Source: an optimization exercise on an open RTL-to-GDS flow (aim: small area and a short achievable clock period). Production flows keep margins and buffers that such runs may drop. Only simulation tests tie the RTL to the original design; equivalence was not proved. No activity file was given, so power comes from the tool's default toggle rates.

Setup of job 1923:
==> flow/design.v (excerpt) <==
module next186_glue_top (
	input  wire         clk_cpu,
	input  wire         reset_i,
	input  wire  [15:0] status_i,
	input  wire  [16:0] ioctl_i,
	input  wire         bios_credit_i,
	input  wire  [39:0] joy_i,
	input  wire         joy_wr_i,
	output wire  [13:0] setup_o,
	output wire         sys_reset_o,
	output wire  [30:0] bios_o,
	output wire  [15:0] bios_checksum_o,
	output wire  [7:0]  gpio_o,
	output wire         cen_opl2_o,
	output wire         cen_audio_o
);
clock: 3.0 ns
lec_check: 0
cap_margin: 10
core_margin: 2
core_utilization: 60
setup_slack_margin: 1.3
slew_margin: 10
synth_hierarchical: 1
synth_minimum_keep_size: 0
tns_end_percent: 10
standard.sh (not shown) runs the stock make flow with config.mk's settings and CLKGATE_MAP_FILE= SYNTH_SCRIPT=/design/flow/synth_recipe.tcl, a recipe that flattens the netlist after the stock synthesis.
==> flow/flow/run.sh <==
#!/bin/bash
set -e
export CTS_ARGS="-sink_clustering_enable -repair_clock_nets -dont_use_dummy_load -sink_clustering_size ${CTS_SIZE:-24} -sink_clustering_max_diameter ${CTS_DIAM:-80}"
export BUFFER_PORTS_ARGS="-buffer_cell sky130_fd_sc_hd__buf_1"
cp standard.sh standard_sh.txt
bash standard.sh > standard.log 2>&1
Job 1923 went all the way through synthesis, placement and routing and the layout is clean on timing, DRC and antenna.
## Diff of input files: job 4227 against job 1923
Settings: a change of CAP_MARGIN from 10 to 20; a deleted TNS_END_PERCENT that had been 10; a change of SLEW_MARGIN from 10 to 20.
==> flow/flow/run.sh <==
#!/bin/bash
set -e
export CTS_ARGS="-sink_clustering_enable -repair_clock_nets -dont_use_dummy_load -sink_clustering_size ${CTS_SIZE:-24} -sink_clustering_max_diameter ${CTS_DIAM:-80}"
export BUFFER_PORTS_ARGS="-buffer_cell sky130_fd_sc_hd__buf_2"
cp standard.sh standard_sh.txt
bash standard.sh > standard.log 2>&1
## What came out
Per the comparison of job 4227 with job 1923, slew at the pin closest to its max-slew limit fell by 76 ps; net switching power of the design stayed essentially flat.
On final design area excluding fillers, job 1923 beats job 4227.
Job 4227: via-per-instance ratio 0.62% above job 1923
When job 4227 is set beside job 1923, its maximum frequency from static timing analysis turns out to be 0.42% larger.
Routed wire in job 4227 totals more than in job 1923.
Against job 1923, number of global-route vias before repair in job 4227 rose by a few percent.
--- input diff job 4227..job 8819 ---
Settings: swapping 1.3 for 1.0 in SETUP_SLACK_MARGIN.
### Flow results
Job 8819 finished end to end and its layout was clean on timing, DRC and antenna. [compare] base=job 4227 new=job 8819: placed instance area +about 0.6%, via count normalized by instance count -about 0.9%, pin count of the biggest net entering global routing ~0 delta. Job 8819 vs job 4227 on maximum fanout count along the critical path: job 8819 is the lower one. Delta (job 8819 minus job 4227): post-route total power shrank by 0.39%, initial antenna violation count saw a decrease, final hold slack rose 14 ps, non-clock buffer count increased about 7%, final worst setup slack fell by 110 ps. Comparing job 8819 with job 4227, the switching share of total power came out essentially unchanged. Route | job 8819 vs job 4227 | wire shorter in job 8819.
Inputs modified between job 8819 and job 135:
Settings: TNS_END_PERCENT newly set to 10; SETUP_SLACK_MARGIN changed from 1.0 to 1.3.
==> results.txt <==
- The capture point of the critical path comes out u_glue.u_bios_loader.data_q[8]$_DFF_P_ in one run and u_glue.u_bios_loader.data_q[5]$_DFF_P_ in the other, namely in job 135 and job 8819 respectively.
- Taking job 8819 as the reference, in job 135 number of storage elements in the synthesis netlist comparable; total power of the final layout comparable; post-CTS setup buffer count now larger; die span in x comparable.
- Re weighted congestion at the end of routability-driven global placement: job 135 is 1.0% up on job 8819.
- Changes observed in job 135 relative to job 8819: arrival time reported for the critical path endpoint did not really move, sum of routed wire length over all layers went up.
- The share of layout cells above drive strength 1 in job 135 was higher than what job 8819 gave.
- Fraction of power spent switching nets essentially unchanged between job 135 and job 8819.
- Compared to job 8819, job 135 has combinational group power about 3% higher.
- Where final area is concerned, job 8819 is better than job 135.

--- another note on this design; it stands on its own ---

Setup of the reference run:
## next186_glue_top
module next186_glue_top (
	input  wire         clk_cpu,
	input  wire         reset_i,
	input  wire  [15:0] status_i,
	input  wire  [16:0] ioctl_i,
	input  wire         bios_credit_i,
	input  wire  [39:0] joy_i,
	input  wire         joy_wr_i,
	output wire  [13:0] setup_o,
	output wire         sys_reset_o,
	output wire  [30:0] bios_o,
	output wire  [15:0] bios_checksum_o,
	output wire  [7:0]  gpio_o,
	output wire         cen_opl2_o,
	output wire         cen_audio_o
);
For scale: ~4300 cells after synthesis, roughly 150 I/O pins, about 47000 µm² of cells after synthesis.
==> flow/config.mk <==
export PLATFORM = sky130hd
export DESIGN_NAME = next186_glue_top
export DESIGN_NICKNAME = next186_glue_top
export VERILOG_FILES = /design/flow/design.v
export SDC_FILE = /design/flow/constraint.sdc
export NUM_CORES = 4
export LEC_CHECK = 0
export CAP_MARGIN = 5
export CORE_MARGIN = 2
export CORE_UTILIZATION = 60
export PLACE_DENSITY = 0.72
export SETUP_SLACK_MARGIN = 1.3
export SLEW_MARGIN = 5
export SYNTH_HIERARCHICAL = 1
export SYNTH_MINIMUM_KEEP_SIZE = 0
export TNS_END_PERCENT = 0
==> flow/constraint.sdc <==
create_clock -name core_clock -period 3.0 [get_ports {clk_cpu}]
set_input_delay 0.6000 -clock core_clock [delete_from_list [all_inputs] [get_ports {clk_cpu}]]
set_output_delay 0.6000 -clock core_clock [all_outputs]
set_load 0.01 [all_outputs]
standard.sh (not shown) runs the stock make flow with config.mk's settings and CLKGATE_MAP_FILE= SYNTH_SCRIPT=/design/flow/synth_recipe.tcl, a recipe that flattens the netlist after the stock synthesis.
==> flow/flow/run.sh <==
#!/bin/bash
set -e
export CTS_ARGS="-sink_clustering_enable -repair_clock_nets -dont_use_dummy_load -sink_clustering_size ${CTS_SIZE:-24} -sink_clustering_max_diameter ${CTS_DIAM:-80}"
export BUFFER_PORTS_ARGS="-buffer_cell sky130_fd_sc_hd__buf_1"
cp standard.sh standard_sh.txt
bash standard.sh > standard.log 2>&1
The reference run finished every step from synthesis to the final layout, and the layout passed the timing, DRC and antenna checks.
[inputs] the trial run vs the reference run
--- a/flow/config.mk
+++ b/flow/config.mk
@@ -7,10 +7,9 @@
 export LEC_CHECK = 0
-export CAP_MARGIN = 5
+export CAP_MARGIN = 10
 export CORE_MARGIN = 2
 export CORE_UTILIZATION = 60
-export PLACE_DENSITY = 0.72
 export SETUP_SLACK_MARGIN = 1.3
-export SLEW_MARGIN = 5
+export SLEW_MARGIN = 10
 export SYNTH_HIERARCHICAL = 1
 export SYNTH_MINIMUM_KEEP_SIZE = 0
-export TNS_END_PERCENT = 0
+export TNS_END_PERCENT = 10
On final net count, the reference run and the trial run are basically level.
Compared with the reference run, the trial run shows a combinational share of power that is 0.3 points higher.
Measured against each other, the reference run and the trial run differ in post-route cell area, the lower figure coming from the reference run.
Between the reference run and the trial run, TritonCTS buffer count increased.
The trial run -> the reference run: sum of buffers and inverters on the critical path delta 0, exact match
Relative to the reference run, wire length has gone up in the trial run.

afterwards: timing with drivers on the ports:
The flow's constraints put no driver on any port. The routed layouts listed below were extracted and timed again, unchanged, in two steps. Step 1 assumes that a clkbuf_16 drives the clock port and a buf_2 every other input. Step 2 moves the port delays by t, midway between the first and last clock arrival at a register: inputs arrive t later, outputs are due t later. That takes back most of the time a late clock gives input paths. Three values: ideal, step 1, step 2; two values: the first two.
run | shift t [ns] | setup WS [ns] | hold slack, ns | worst setup path after step 2 | slew at the worst register clock pin (ns)
job 1923 | 0.732 | 0.798 / 0.798 / 0.254 | 0.169 / 0.129 / 0.452 | input to register | 0.10 / 0.10
job 4227 | 0.710 | 0.807 / 0.807 / 0.568 | 0.128 / 0.088 / 0.415 | input to register | 0.10 / 0.10
job 8819 | 0.716 | 0.698 / 0.698 / 0.340 | 0.142 / 0.100 / 0.388 | input to register | 0.10 / 0.10
job 135 | 0.718 | 0.732 / 0.732 / 0.492 | 0.152 / 0.106 / 0.453 | input to register | 0.10 / 0.10
the reference run | 0.719 | 0.723 / 0.723 / 0.193 | 0.110 / 0.064 / 0.387 | input to register | 0.10 / 0.10
the trial run | 0.718 | 0.829 / 0.829 / 0.134 | 0.126 / 0.080 / 0.391 | input to register | 0.10 / 0.10
After both steps setup and hold are still met in every run listed. For the trial run, which loses most, drivers alone change the setup slack by 0.000 ns; drivers and shift together by -0.695 ns.
